From an optimization exercise on the open Yosys and OpenROAD flow, aimed at small area; shortcuts taken in it are not production practice. In this exercise RTL edits were held to simulation tests only and were not proved equivalent to the original. No activity file was given, so power comes from the tool's default toggle rates.

==> inputs of 04-28 <==
Design up_processor_set_pipelinemult1, start of the top module:
module up_processor_set_pipelinemult1 (
  input  logic         clk,
  input  logic         reset,
  input  logic [3:0]   etapos,
  input  logic [19:0]  del_in_package,
  input  logic [319:0] wt_package,
  input  logic [19:0]  bias_package,
  input  logic [319:0] act_in_package,
  output logic [319:0] wt_UP_package,
  output logic [19:0]  bias_UP_package
);
Settings: LEC_CHECK=0, CAP_MARGIN=20, CORE_MARGIN=2, CORE_UTILIZATION=45, PLACE_DENSITY=0.55, SLEW_MARGIN=20, SYNTH_HIERARCHICAL=1; clock period 14.0 ns.
standard.sh (not shown) runs the stock make flow with config.mk's settings and CLKGATE_MAP_FILE= SYNTH_SCRIPT=/design/flow/synth_recipe.tcl, a recipe that flattens the netlist after the stock synthesis.
==> flow/flow/run.sh <==
#!/bin/bash
# The standard layout, except that the port buffers placed before global
# placement are sky130_fd_sc_hd__buf_1 cells, and clock tree synthesis uses
# sky130_fd_sc_hd__clkbuf_8 buffers without dummy loads.
set -euo pipefail
export BUFFER_PORTS_ARGS="-buffer_cell sky130_fd_sc_hd__buf_1"
export CTS_ARGS="-sink_clustering_enable -repair_clock_nets -buf_list sky130_fd_sc_hd__clkbuf_8 -dont_use_dummy_load"
bash standard.sh finish > standard_flow.log 2>&1
==> 10-09: changes against 04-28 <==
--- a/flow/design.v
+++ b/flow/design.v
@@ -25,17 +25,17 @@
   end
   logic rst_q, kill;
   always_ff @(posedge clk) rst_q <= reset;
   assign kill = reset | rst_q;
   genvar gi;
   generate
     for (gi = 0; gi < 32; gi++) begin : g_wt
-      logic [4-1:0] rlo, rlo_q;
-      logic [10:4]  tnh, tnh_q;
-      logic [9:4]   wh_q;
+      logic [5-1:0] rlo, rlo_q;
+      logic [10:5]  tnh, tnh_q;
+      logic [9:5]   wh_q;
       logic         cm, cm_q, ovf, ovf_q, tneg, tneg_q;
       logic [9:0]   y, q2;
       wlane1 u_s1 (
         .a    (act_in_package[10*gi +: 10]),
         .m1   (m1[gi/16]),
         .m2   (m2[gi/16]),
         .m3   (m3[gi/16]),
@@ -55,15 +55,15 @@
         .ovf  (ovf),
         .tneg (tneg)
       );
       always_ff @(posedge clk) begin
         rlo_q  <= rlo;
         cm_q   <= cm;
         tnh_q  <= tnh;
-        wh_q   <= wt_package[10*gi+4 +: 10-4];
+        wh_q   <= wt_package[10*gi+5 +: 10-5];
         ovf_q  <= ovf;
         tneg_q <= tneg;
       end
       wlane2 u_s2 (
         .rlo  (rlo_q),
         .cm   (cm_q),
         .tnh  (tnh_q),
@@ -85,44 +85,43 @@
       assign r  = $signed({{2{bias_package[10*gi+9]}}, bias_package[10*gi +: 10]}) - t;
       always_comb begin
         if (r > 12'sd511)       y = 10'h1FF;
         else if (r < -12'sd512) y = 10'h200;
         else                    y = r[9:0];
       end
       always_ff @(posedge clk) begin
-        if (reset) begin q1 <= '0; q2 <= '0; end
-        else begin q1 <= y; q2 <= q1; end
+        q1 <= y;
+        q2 <= kill ? '0 : q1;
       end
       assign bias_UP_package[10*gi +: 10] = q2;
     end
   endgenerate
 endmodule
 module wlane1 (
   input  wire [9:0]  a,
   input  wire [11:0] m1, m2, m3, n1, n2,
   input  wire [11:0] m1n, m2n, n2n,
   input  wire [9:0]  w,
   input  wire [3:0]  sh,
   input  wire        nz,
   input  wire        is0,
   input  wire        is1,
-  output wire [4-1:0] rlo,
+  output wire [5-1:0] rlo,
   output wire        cm,
-  output wire [10:4] tnh,
+  output wire [10:5] tnh,
   output wire        ovf,
   output wire        tneg
 );
   wire K = 1'b0;
   wire e0 = a[0] & ~a[1];
   wire e1 = ~a[0] & a[1];
   wire e2 = a[0] & a[1];
   wire e0n = ~a[0] | a[1];
   wire e1n = a[0] | ~a[1];
-  wire p3h;
-  oai22 u_p3h (e0n, m1n[0], e1n, m2n[0], p3h);
+  wire p3h = ~(e0n | m1n[0]);
   wire p3 = ~((e2 & m3[0]) | p3h);
   wire p4h;
   oai22 u_p4h (e0n, m1n[1], e1n, m2n[1], p4h);
   wire p4 = ~((e2 & m3[1]) | p4h);
   wire p5h;
   oai22 u_p5h (e0n, m1n[2], e1n, m2n[2], p5h);
   wire p5 = ~((e2 & m3[2]) | p5h);
@@ -155,16 +154,15 @@
   wire p14 = ~((e2 & m3[11]) | p14h);
   wire p15 = ~p14;
   wire e16 = a[2] & ~a[3];
   wire e17 = ~a[2] & a[3];
   wire e18 = a[2] & a[3];
   wire e16n = ~a[2] | a[3];
   wire e17n = a[2] | ~a[3];
-  wire p19h;
-  oai22 u_p19h (e16n, m1n[0], e17n, m2n[0], p19h);
+  wire p19h = ~(e16n | m1n[0]);
   wire p19 = ~((e18 & m3[0]) | p19h);
   wire p20h;
   oai22 u_p20h (e16n, m1n[1], e17n, m2n[1], p20h);
   wire p20 = ~((e18 & m3[1]) | p20h);
   wire p21h;
   oai22 u_p21h (e16n, m1n[2], e17n, m2n[2], p21h);
   wire p21 = ~((e18 & m3[2]) | p21h);
@@ -197,16 +195,15 @@
   wire p30 = ~((e18 & m3[11]) | p30h);
   wire p31 = ~p30;
   wire e32 = a[4] & ~a[5];
   wire e33 = ~a[4] & a[5];
   wire e34 = a[4] & a[5];
   wire e32n = ~a[4] | a[5];
   wire e33n = a[4] | ~a[5];
-  wire p35h;
-  oai22 u_p35h (e32n, m1n[0], e33n, m2n[0], p35h);
+  wire p35h = ~(e32n | m1n[0]);
   wire p35 = ~((e34 & m3[0]) | p35h);
   wire p36h;
   oai22 u_p36h (e32n, m1n[1], e33n, m2n[1], p36h);
   wire p36 = ~((e34 & m3[1]) | p36h);
   wire p37h;
   oai22 u_p37h (e32n, m1n[2], e33n, m2n[2], p37h);
   wire p37 = ~((e34 & m3[2]) | p37h);
@@ -239,16 +236,15 @@
   wire p46 = ~((e34 & m3[11]) | p46h);
   wire p47 = ~p46;
   wire e48 = a[6] & ~a[7];
   wire e49 = ~a[6] & a[7];
   wire e50 = a[6] & a[7];
   wire e48n = ~a[6] | a[7];
   wire e49n = a[6] | ~a[7];
-  wire p51h;
-  oai22 u_p51h (e48n, m1n[0], e49n, m2n[0], p51h);
+  wire p51h = ~(e48n | m1n[0]);
   wire p51 = ~((e50 & m3[0]) | p51h);
   wire p52h;
   oai22 u_p52h (e48n, m1n[1], e49n, m2n[1], p52h);
   wire p52 = ~((e50 & m3[1]) | p52h);
   wire p53h;
   oai22 u_p53h (e48n, m1n[2], e49n, m2n[2], p53h);
   wire p53 = ~((e50 & m3[2]) | p53h);
@@ -281,16 +277,15 @@
   wire p62 = ~((e50 & m3[11]) | p62h);
   wire p63 = ~p62;
   wire e64 = a[8] & ~a[9];
   wire e65 = ~a[8] & a[9];
   wire e66 = a[8] & a[9];
   wire e64n = ~a[8] | a[9];
   wire e65n = a[8] | ~a[9];
-  wire p67h;
-  oai22 u_p67h (e64n, m1n[0], e65n, n2n[0], p67h);
+  wire p67h = ~(e64n | m1n[0]);
   wire p67 = ~((e66 & n1[0]) | p67h);
   wire p68h;
   oai22 u_p68h (e64n, m1n[1], e65n, n2n[1], p68h);
   wire p68 = ~((e66 & n1[1]) | p68h);
   wire p69h;
   oai22 u_p69h (e64n, m1n[2], e65n, n2n[2], p69h);
   wire p69 = ~((e66 & n1[2]) | p69h);
@@ -443,55 +438,60 @@
   orx2 u_c133 (w[0], tn[0], c133);
   wire s134, c134;
   fa3 u_s134 (w[1], tn[1], c133, s134, c134);
   wire s135, c135;
   fa3 u_s135 (w[2], tn[2], c134, s135, c135);
   wire s136, c136;
   fa3 u_s136 (w[3], tn[3], c135, s136, c136);
-  assign rlo = {s136, s135, s134, s133};
-  assign cm  = c136;
-  assign tnh = tn[10:4];
+  wire s137, c137;
+  fa3 u_s137 (w[4], tn[4], c136, s137, c137);
+  assign rlo = {s137, s136, s135, s134, s133};
+  assign cm  = c137;
+  assign tnh = tn[10:5];
 endmodule
 module wlane2 (
-  input  wire [4-1:0] rlo,
+  input  wire [5-1:0] rlo,
   input  wire        cm,
-  input  wire [10:4] tnh,
-  input  wire [9:4]  wh,
+  input  wire [10:5] tnh,
+  input  wire [9:5]  wh,
   input  wire        ovf,
   input  wire        tneg,
   input  wire        kill,
   output wire [9:0]  y
 );
   wire [10:0] tn;
   wire [9:0]  w;
-  assign tn[10:4] = tnh;
-  assign w[9:4]   = wh;
-  assign tn[3:0] = '0;
-  assign w[3:0] = '0;
-  wire s137, c137;
-  fa3 u_s137 (w[4], tn[4], cm, s137, c137);
+  assign tn[10:5] = tnh;
+  assign w[9:5]   = wh;
+  assign tn[4:0] = '0;
+  assign w[4:0] = '0;
   wire s138, c138;
-  fa3 u_s138 (w[5], tn[5], c137, s138, c138);
+  fa3 u_s138 (w[5], tn[5], cm, s138, c138);
   wire s139, c139;
   fa3 u_s139 (w[6], tn[6], c138, s139, c139);
   wire s140, c140;
   fa3 u_s140 (w[7], tn[7], c139, s140, c140);
   wire s141, c141;
   fa3 u_s141 (w[8], tn[8], c140, s141, c141);
   wire s142, c142;
   fa3 u_s142 (w[9], tn[9], c141, s142, c142);
   wire s143, c143;
   fa3 u_s143 (w[9], tn[10], c142, s143, c143);
   wire s144 = w[9] ^ tn[10] ^ c143;
   wire [11:0] r;
-  assign r[11:4] = {s144, s143, s142, s141, s140, s139, s138, s137};
-  assign r[3:0] = rlo;
+  assign r[11:5] = {s144, s143, s142, s141, s140, s139, s138};
+  assign r[4:0] = rlo;
   wire pos = ovf ? tneg : (~r[11] & (r[10] | r[9]));
   wire neg = ovf ? ~tneg : (r[11] & ~(r[10] & r[9]));
-  assign y[8:0] = (r[8:0] | {9{pos & ~kill}}) & ~{9{neg | kill}};
+  wire pk = pos & ~kill;
+  wire nk = ~(neg | kill);
+  genvar jj;
+  for (jj = 0; jj < 9; jj++) begin : g_sat
+    o21am u_sat (r[jj], pk, nk, y[jj]);
+  end
   assign y[9]   = (r[9] | (neg & ~kill)) & ~(pos | kill);
 endmodule
 module fa3 (input wire a, input wire b, input wire c, output wire s, output wire co);
   assign s  = a ^ b ^ c;
   assign co = (a & b) | (a & c) | (b & c);
 endmodule
 module aoi222 (input wire a1, input wire a2, input wire b1, input wire b2,
@@ -510,7 +510,10 @@
 endmodule
 module oai22 (input wire a1, input wire a2, input wire b1, input wire b2, output wire y);
   assign y = ~((a1 | a2) & (b1 | b2));
 endmodule
 module aoi21 (input wire a1, input wire a2, input wire b1, output wire y);
   assign y = ~((a1 & a2) | b1);
 endmodule
+module o21am (input wire a1, input wire a2, input wire b1, output wire x);
+  assign x = (a1 | a2) & b1;
+endmodule
CORE_UTILIZATION = 50   (was 45)
PLACE_DENSITY = 0.6   (was 0.55)
==> 03-16: changes against 04-28 <==
--- a/flow/design.v
+++ b/flow/design.v
@@ -85,16 +85,16 @@
       assign r  = $signed({{2{bias_package[10*gi+9]}}, bias_package[10*gi +: 10]}) - t;
       always_comb begin
         if (r > 12'sd511)       y = 10'h1FF;
         else if (r < -12'sd512) y = 10'h200;
         else                    y = r[9:0];
       end
       always_ff @(posedge clk) begin
-        if (reset) begin q1 <= '0; q2 <= '0; end
-        else begin q1 <= y; q2 <= q1; end
+        q1 <= y;
+        q2 <= kill ? '0 : q1;
       end
       assign bias_UP_package[10*gi +: 10] = q2;
     end
   endgenerate
 endmodule
 module wlane1 (
   input  wire [9:0]  a,
@@ -113,16 +113,15 @@
 );
   wire K = 1'b0;
   wire e0 = a[0] & ~a[1];
   wire e1 = ~a[0] & a[1];
   wire e2 = a[0] & a[1];
   wire e0n = ~a[0] | a[1];
   wire e1n = a[0] | ~a[1];
-  wire p3h;
-  oai22 u_p3h (e0n, m1n[0], e1n, m2n[0], p3h);
+  wire p3h = ~(e0n | m1n[0]);
   wire p3 = ~((e2 & m3[0]) | p3h);
   wire p4h;
   oai22 u_p4h (e0n, m1n[1], e1n, m2n[1], p4h);
   wire p4 = ~((e2 & m3[1]) | p4h);
   wire p5h;
   oai22 u_p5h (e0n, m1n[2], e1n, m2n[2], p5h);
   wire p5 = ~((e2 & m3[2]) | p5h);
@@ -155,16 +154,15 @@
   wire p14 = ~((e2 & m3[11]) | p14h);
   wire p15 = ~p14;
   wire e16 = a[2] & ~a[3];
   wire e17 = ~a[2] & a[3];
   wire e18 = a[2] & a[3];
   wire e16n = ~a[2] | a[3];
   wire e17n = a[2] | ~a[3];
-  wire p19h;
-  oai22 u_p19h (e16n, m1n[0], e17n, m2n[0], p19h);
+  wire p19h = ~(e16n | m1n[0]);
   wire p19 = ~((e18 & m3[0]) | p19h);
   wire p20h;
   oai22 u_p20h (e16n, m1n[1], e17n, m2n[1], p20h);
   wire p20 = ~((e18 & m3[1]) | p20h);
   wire p21h;
   oai22 u_p21h (e16n, m1n[2], e17n, m2n[2], p21h);
   wire p21 = ~((e18 & m3[2]) | p21h);
@@ -197,16 +195,15 @@
   wire p30 = ~((e18 & m3[11]) | p30h);
   wire p31 = ~p30;
   wire e32 = a[4] & ~a[5];
   wire e33 = ~a[4] & a[5];
   wire e34 = a[4] & a[5];
   wire e32n = ~a[4] | a[5];
   wire e33n = a[4] | ~a[5];
-  wire p35h;
-  oai22 u_p35h (e32n, m1n[0], e33n, m2n[0], p35h);
+  wire p35h = ~(e32n | m1n[0]);
   wire p35 = ~((e34 & m3[0]) | p35h);
   wire p36h;
   oai22 u_p36h (e32n, m1n[1], e33n, m2n[1], p36h);
   wire p36 = ~((e34 & m3[1]) | p36h);
   wire p37h;
   oai22 u_p37h (e32n, m1n[2], e33n, m2n[2], p37h);
   wire p37 = ~((e34 & m3[2]) | p37h);
@@ -239,16 +236,15 @@
   wire p46 = ~((e34 & m3[11]) | p46h);
   wire p47 = ~p46;
   wire e48 = a[6] & ~a[7];
   wire e49 = ~a[6] & a[7];
   wire e50 = a[6] & a[7];
   wire e48n = ~a[6] | a[7];
   wire e49n = a[6] | ~a[7];
-  wire p51h;
-  oai22 u_p51h (e48n, m1n[0], e49n, m2n[0], p51h);
+  wire p51h = ~(e48n | m1n[0]);
   wire p51 = ~((e50 & m3[0]) | p51h);
   wire p52h;
   oai22 u_p52h (e48n, m1n[1], e49n, m2n[1], p52h);
   wire p52 = ~((e50 & m3[1]) | p52h);
   wire p53h;
   oai22 u_p53h (e48n, m1n[2], e49n, m2n[2], p53h);
   wire p53 = ~((e50 & m3[2]) | p53h);
@@ -281,16 +277,15 @@
   wire p62 = ~((e50 & m3[11]) | p62h);
   wire p63 = ~p62;
   wire e64 = a[8] & ~a[9];
   wire e65 = ~a[8] & a[9];
   wire e66 = a[8] & a[9];
   wire e64n = ~a[8] | a[9];
   wire e65n = a[8] | ~a[9];
-  wire p67h;
-  oai22 u_p67h (e64n, m1n[0], e65n, n2n[0], p67h);
+  wire p67h = ~(e64n | m1n[0]);
   wire p67 = ~((e66 & n1[0]) | p67h);
   wire p68h;
   oai22 u_p68h (e64n, m1n[1], e65n, n2n[1], p68h);
   wire p68 = ~((e66 & n1[1]) | p68h);
   wire p69h;
   oai22 u_p69h (e64n, m1n[2], e65n, n2n[2], p69h);
   wire p69 = ~((e66 & n1[2]) | p69h);
==> 10-04: changes against 04-28 <==
--- a/flow/design.v
+++ b/flow/design.v
@@ -25,17 +25,17 @@
   end
   logic rst_q, kill;
   always_ff @(posedge clk) rst_q <= reset;
   assign kill = reset | rst_q;
   genvar gi;
   generate
     for (gi = 0; gi < 32; gi++) begin : g_wt
-      logic [4-1:0] rlo, rlo_q;
-      logic [10:4]  tnh, tnh_q;
-      logic [9:4]   wh_q;
+      logic [5-1:0] rlo, rlo_q;
+      logic [10:5]  tnh, tnh_q;
+      logic [9:5]   wh_q;
       logic         cm, cm_q, ovf, ovf_q, tneg, tneg_q;
       logic [9:0]   y, q2;
       wlane1 u_s1 (
         .a    (act_in_package[10*gi +: 10]),
         .m1   (m1[gi/16]),
         .m2   (m2[gi/16]),
         .m3   (m3[gi/16]),
@@ -55,15 +55,15 @@
         .ovf  (ovf),
         .tneg (tneg)
       );
       always_ff @(posedge clk) begin
         rlo_q  <= rlo;
         cm_q   <= cm;
         tnh_q  <= tnh;
-        wh_q   <= wt_package[10*gi+4 +: 10-4];
+        wh_q   <= wt_package[10*gi+5 +: 10-5];
         ovf_q  <= ovf;
         tneg_q <= tneg;
       end
       wlane2 u_s2 (
         .rlo  (rlo_q),
         .cm   (cm_q),
         .tnh  (tnh_q),
@@ -85,44 +85,43 @@
       assign r  = $signed({{2{bias_package[10*gi+9]}}, bias_package[10*gi +: 10]}) - t;
       always_comb begin
         if (r > 12'sd511)       y = 10'h1FF;
         else if (r < -12'sd512) y = 10'h200;
         else                    y = r[9:0];
       end
       always_ff @(posedge clk) begin
-        if (reset) begin q1 <= '0; q2 <= '0; end
-        else begin q1 <= y; q2 <= q1; end
+        q1 <= y;
+        q2 <= kill ? '0 : q1;
       end
       assign bias_UP_package[10*gi +: 10] = q2;
     end
   endgenerate
 endmodule
 module wlane1 (
   input  wire [9:0]  a,
   input  wire [11:0] m1, m2, m3, n1, n2,
   input  wire [11:0] m1n, m2n, n2n,
   input  wire [9:0]  w,
   input  wire [3:0]  sh,
   input  wire        nz,
   input  wire        is0,
   input  wire        is1,
-  output wire [4-1:0] rlo,
+  output wire [5-1:0] rlo,
   output wire        cm,
-  output wire [10:4] tnh,
+  output wire [10:5] tnh,
   output wire        ovf,
   output wire        tneg
 );
   wire K = 1'b0;
   wire e0 = a[0] & ~a[1];
   wire e1 = ~a[0] & a[1];
   wire e2 = a[0] & a[1];
   wire e0n = ~a[0] | a[1];
   wire e1n = a[0] | ~a[1];
-  wire p3h;
-  oai22 u_p3h (e0n, m1n[0], e1n, m2n[0], p3h);
+  wire p3h = ~(e0n | m1n[0]);
   wire p3 = ~((e2 & m3[0]) | p3h);
   wire p4h;
   oai22 u_p4h (e0n, m1n[1], e1n, m2n[1], p4h);
   wire p4 = ~((e2 & m3[1]) | p4h);
   wire p5h;
   oai22 u_p5h (e0n, m1n[2], e1n, m2n[2], p5h);
   wire p5 = ~((e2 & m3[2]) | p5h);
@@ -155,16 +154,15 @@
   wire p14 = ~((e2 & m3[11]) | p14h);
   wire p15 = ~p14;
   wire e16 = a[2] & ~a[3];
   wire e17 = ~a[2] & a[3];
   wire e18 = a[2] & a[3];
   wire e16n = ~a[2] | a[3];
   wire e17n = a[2] | ~a[3];
-  wire p19h;
-  oai22 u_p19h (e16n, m1n[0], e17n, m2n[0], p19h);
+  wire p19h = ~(e16n | m1n[0]);
   wire p19 = ~((e18 & m3[0]) | p19h);
   wire p20h;
   oai22 u_p20h (e16n, m1n[1], e17n, m2n[1], p20h);
   wire p20 = ~((e18 & m3[1]) | p20h);
   wire p21h;
   oai22 u_p21h (e16n, m1n[2], e17n, m2n[2], p21h);
   wire p21 = ~((e18 & m3[2]) | p21h);
@@ -197,16 +195,15 @@
   wire p30 = ~((e18 & m3[11]) | p30h);
   wire p31 = ~p30;
   wire e32 = a[4] & ~a[5];
   wire e33 = ~a[4] & a[5];
   wire e34 = a[4] & a[5];
   wire e32n = ~a[4] | a[5];
   wire e33n = a[4] | ~a[5];
-  wire p35h;
-  oai22 u_p35h (e32n, m1n[0], e33n, m2n[0], p35h);
+  wire p35h = ~(e32n | m1n[0]);
   wire p35 = ~((e34 & m3[0]) | p35h);
   wire p36h;
   oai22 u_p36h (e32n, m1n[1], e33n, m2n[1], p36h);
   wire p36 = ~((e34 & m3[1]) | p36h);
   wire p37h;
   oai22 u_p37h (e32n, m1n[2], e33n, m2n[2], p37h);
   wire p37 = ~((e34 & m3[2]) | p37h);
@@ -239,16 +236,15 @@
   wire p46 = ~((e34 & m3[11]) | p46h);
   wire p47 = ~p46;
   wire e48 = a[6] & ~a[7];
   wire e49 = ~a[6] & a[7];
   wire e50 = a[6] & a[7];
   wire e48n = ~a[6] | a[7];
   wire e49n = a[6] | ~a[7];
-  wire p51h;
-  oai22 u_p51h (e48n, m1n[0], e49n, m2n[0], p51h);
+  wire p51h = ~(e48n | m1n[0]);
   wire p51 = ~((e50 & m3[0]) | p51h);
   wire p52h;
   oai22 u_p52h (e48n, m1n[1], e49n, m2n[1], p52h);
   wire p52 = ~((e50 & m3[1]) | p52h);
   wire p53h;
   oai22 u_p53h (e48n, m1n[2], e49n, m2n[2], p53h);
   wire p53 = ~((e50 & m3[2]) | p53h);
@@ -281,16 +277,15 @@
   wire p62 = ~((e50 & m3[11]) | p62h);
   wire p63 = ~p62;
   wire e64 = a[8] & ~a[9];
   wire e65 = ~a[8] & a[9];
   wire e66 = a[8] & a[9];
   wire e64n = ~a[8] | a[9];
   wire e65n = a[8] | ~a[9];
-  wire p67h;
-  oai22 u_p67h (e64n, m1n[0], e65n, n2n[0], p67h);
+  wire p67h = ~(e64n | m1n[0]);
   wire p67 = ~((e66 & n1[0]) | p67h);
   wire p68h;
   oai22 u_p68h (e64n, m1n[1], e65n, n2n[1], p68h);
   wire p68 = ~((e66 & n1[1]) | p68h);
   wire p69h;
   oai22 u_p69h (e64n, m1n[2], e65n, n2n[2], p69h);
   wire p69 = ~((e66 & n1[2]) | p69h);
@@ -443,52 +438,52 @@
   orx2 u_c133 (w[0], tn[0], c133);
   wire s134, c134;
   fa3 u_s134 (w[1], tn[1], c133, s134, c134);
   wire s135, c135;
   fa3 u_s135 (w[2], tn[2], c134, s135, c135);
   wire s136, c136;
   fa3 u_s136 (w[3], tn[3], c135, s136, c136);
-  assign rlo = {s136, s135, s134, s133};
-  assign cm  = c136;
-  assign tnh = tn[10:4];
+  wire s137, c137;
+  fa3 u_s137 (w[4], tn[4], c136, s137, c137);
+  assign rlo = {s137, s136, s135, s134, s133};
+  assign cm  = c137;
+  assign tnh = tn[10:5];
 endmodule
 module wlane2 (
-  input  wire [4-1:0] rlo,
+  input  wire [5-1:0] rlo,
   input  wire        cm,
-  input  wire [10:4] tnh,
-  input  wire [9:4]  wh,
+  input  wire [10:5] tnh,
+  input  wire [9:5]  wh,
   input  wire        ovf,
   input  wire        tneg,
   input  wire        kill,
   output wire [9:0]  y
 );
   wire [10:0] tn;
   wire [9:0]  w;
-  assign tn[10:4] = tnh;
-  assign w[9:4]   = wh;
-  assign tn[3:0] = '0;
-  assign w[3:0] = '0;
-  wire s137, c137;
-  fa3 u_s137 (w[4], tn[4], cm, s137, c137);
+  assign tn[10:5] = tnh;
+  assign w[9:5]   = wh;
+  assign tn[4:0] = '0;
+  assign w[4:0] = '0;
   wire s138, c138;
-  fa3 u_s138 (w[5], tn[5], c137, s138, c138);
+  fa3 u_s138 (w[5], tn[5], cm, s138, c138);
   wire s139, c139;
   fa3 u_s139 (w[6], tn[6], c138, s139, c139);
   wire s140, c140;
   fa3 u_s140 (w[7], tn[7], c139, s140, c140);
   wire s141, c141;
   fa3 u_s141 (w[8], tn[8], c140, s141, c141);
   wire s142, c142;
   fa3 u_s142 (w[9], tn[9], c141, s142, c142);
   wire s143, c143;
   fa3 u_s143 (w[9], tn[10], c142, s143, c143);
   wire s144 = w[9] ^ tn[10] ^ c143;
   wire [11:0] r;
-  assign r[11:4] = {s144, s143, s142, s141, s140, s139, s138, s137};
-  assign r[3:0] = rlo;
+  assign r[11:5] = {s144, s143, s142, s141, s140, s139, s138};
+  assign r[4:0] = rlo;
   wire pos = ovf ? tneg : (~r[11] & (r[10] | r[9]));
   wire neg = ovf ? ~tneg : (r[11] & ~(r[10] & r[9]));
   assign y[8:0] = (r[8:0] | {9{pos & ~kill}}) & ~{9{neg | kill}};
   assign y[9]   = (r[9] | (neg & ~kill)) & ~(pos | kill);
 endmodule
 module fa3 (input wire a, input wire b, input wire c, output wire s, output wire co);
   assign s  = a ^ b ^ c;
CORE_UTILIZATION = 50   (was 45)
PLACE_DENSITY = 0.6   (was 0.55)
==> summary.txt <==
Leak pwr: 03-16 42.2 nW; 10-04 42.1 nW; 10-09 41.8 nW; 04-28 41.7 nW
Number of buffers and inverters on the critical path: 03-16 4; 10-04 3; 10-09 5; 04-28 3
Non-CTS inverters: 03-16 227; 10-04 227; 10-09 191; 04-28 160
Post-synthesis instance area: 03-16 112000 sq um; 10-04 111000 sq um; 10-09 111000 sq um; 04-28 113000 sq um
Detailed router's first-iteration violation count: 03-16 11.3k; 10-04 11.2k; 10-09 11.2k; 04-28 10.3k
Minimum clock period after layout: 03-16 13100 ps; 10-04 13200 ps; 10-09 13100 ps; 04-28 12930 ps
Multi-Input Combinational: 03-16 9667; 10-04 9667; 10-09 9646; 04-28 9481
Status: 03-16 timing/DRC/antenna clean; 10-04 timing/DRC/antenna clean; 10-09 timing/DRC/antenna clean; 04-28 timing/DRC/antenna clean
Clock edge transition at the registers on the reported setup and hold paths: 03-16 60 ps; 10-04 60 ps; 10-09 50 ps; 04-28 60 ps
Hold Path End: 03-16 g_bias[0].q2[2]$_SDFF_PP0_; 10-04 g_wt[27].q2[4]$_DFF_P_; 10-09 g_wt[0].q2[0]$_DFF_P_; 04-28 g_bias[1].q2[6]$_SDFF_PP0_
Placement Setup Slack: 03-16 74.3 ps; 10-04 -50.6 ps; 10-09 50.5 ps; 04-28 223 ps
Layout fillers: 03-16 23.6k; 10-04 20.3k; 10-09 20.1k; 04-28 23.6k
Post-Route Utilization: 03-16 48.9%; 10-04 54.3%; 10-09 54.3%; 04-28 49.1%
Number of global-route vias before repair: 03-16 101k; 10-04 101k; 10-09 100k; 04-28 103k
Met2 wire len: 03-16 190 mm; 10-04 188 mm; 10-09 183 mm; 04-28 201 mm
Worst-case vdd ir drop: 03-16 0.000124 V; 10-04 0.000160 V; 10-09 0.000126 V; 04-28 0.000125 V
Non-clock buffering overhead in the final layout: 03-16 5.22%; 10-04 5.50%; 10-09 5.45%; 04-28 4.84%

-- what the ideal ports hide --
In the flow no input, the clock included, has a driving cell. The finished layouts below were timed again as built, in two steps.
Step 1, drivers: a clkbuf_16 drives clk and a buf_2 each remaining input, both assumed.
Step 2 moves the port delays by t, midway between the first and last clock arrival at a register: inputs arrive t later, outputs are due t later. That takes back most of the time a late clock gives input paths.
Three values: ideal, step 1, step 2; two values: the first two.
run | shift t [ns] | setup WS [ns] | worst setup path after step 2
04-28 | 0.981 | 1.068 / 1.094 / 0.113 | input to register
10-09 | 1.032 | 0.901 / 0.813 / -0.219 | input to register
03-16 | 1.078 | 0.895 / 0.866 / -0.212 | input to register
10-04 | 1.018 | 0.797 / 0.803 / -0.215 | input to register
Met with ideal ports but missed after step 2: setup timing in 10-09, 03-16 and 10-04. For 10-09, which loses most, drivers alone change the setup slack by -0.088 ns; drivers and shift together by -1.120 ns.
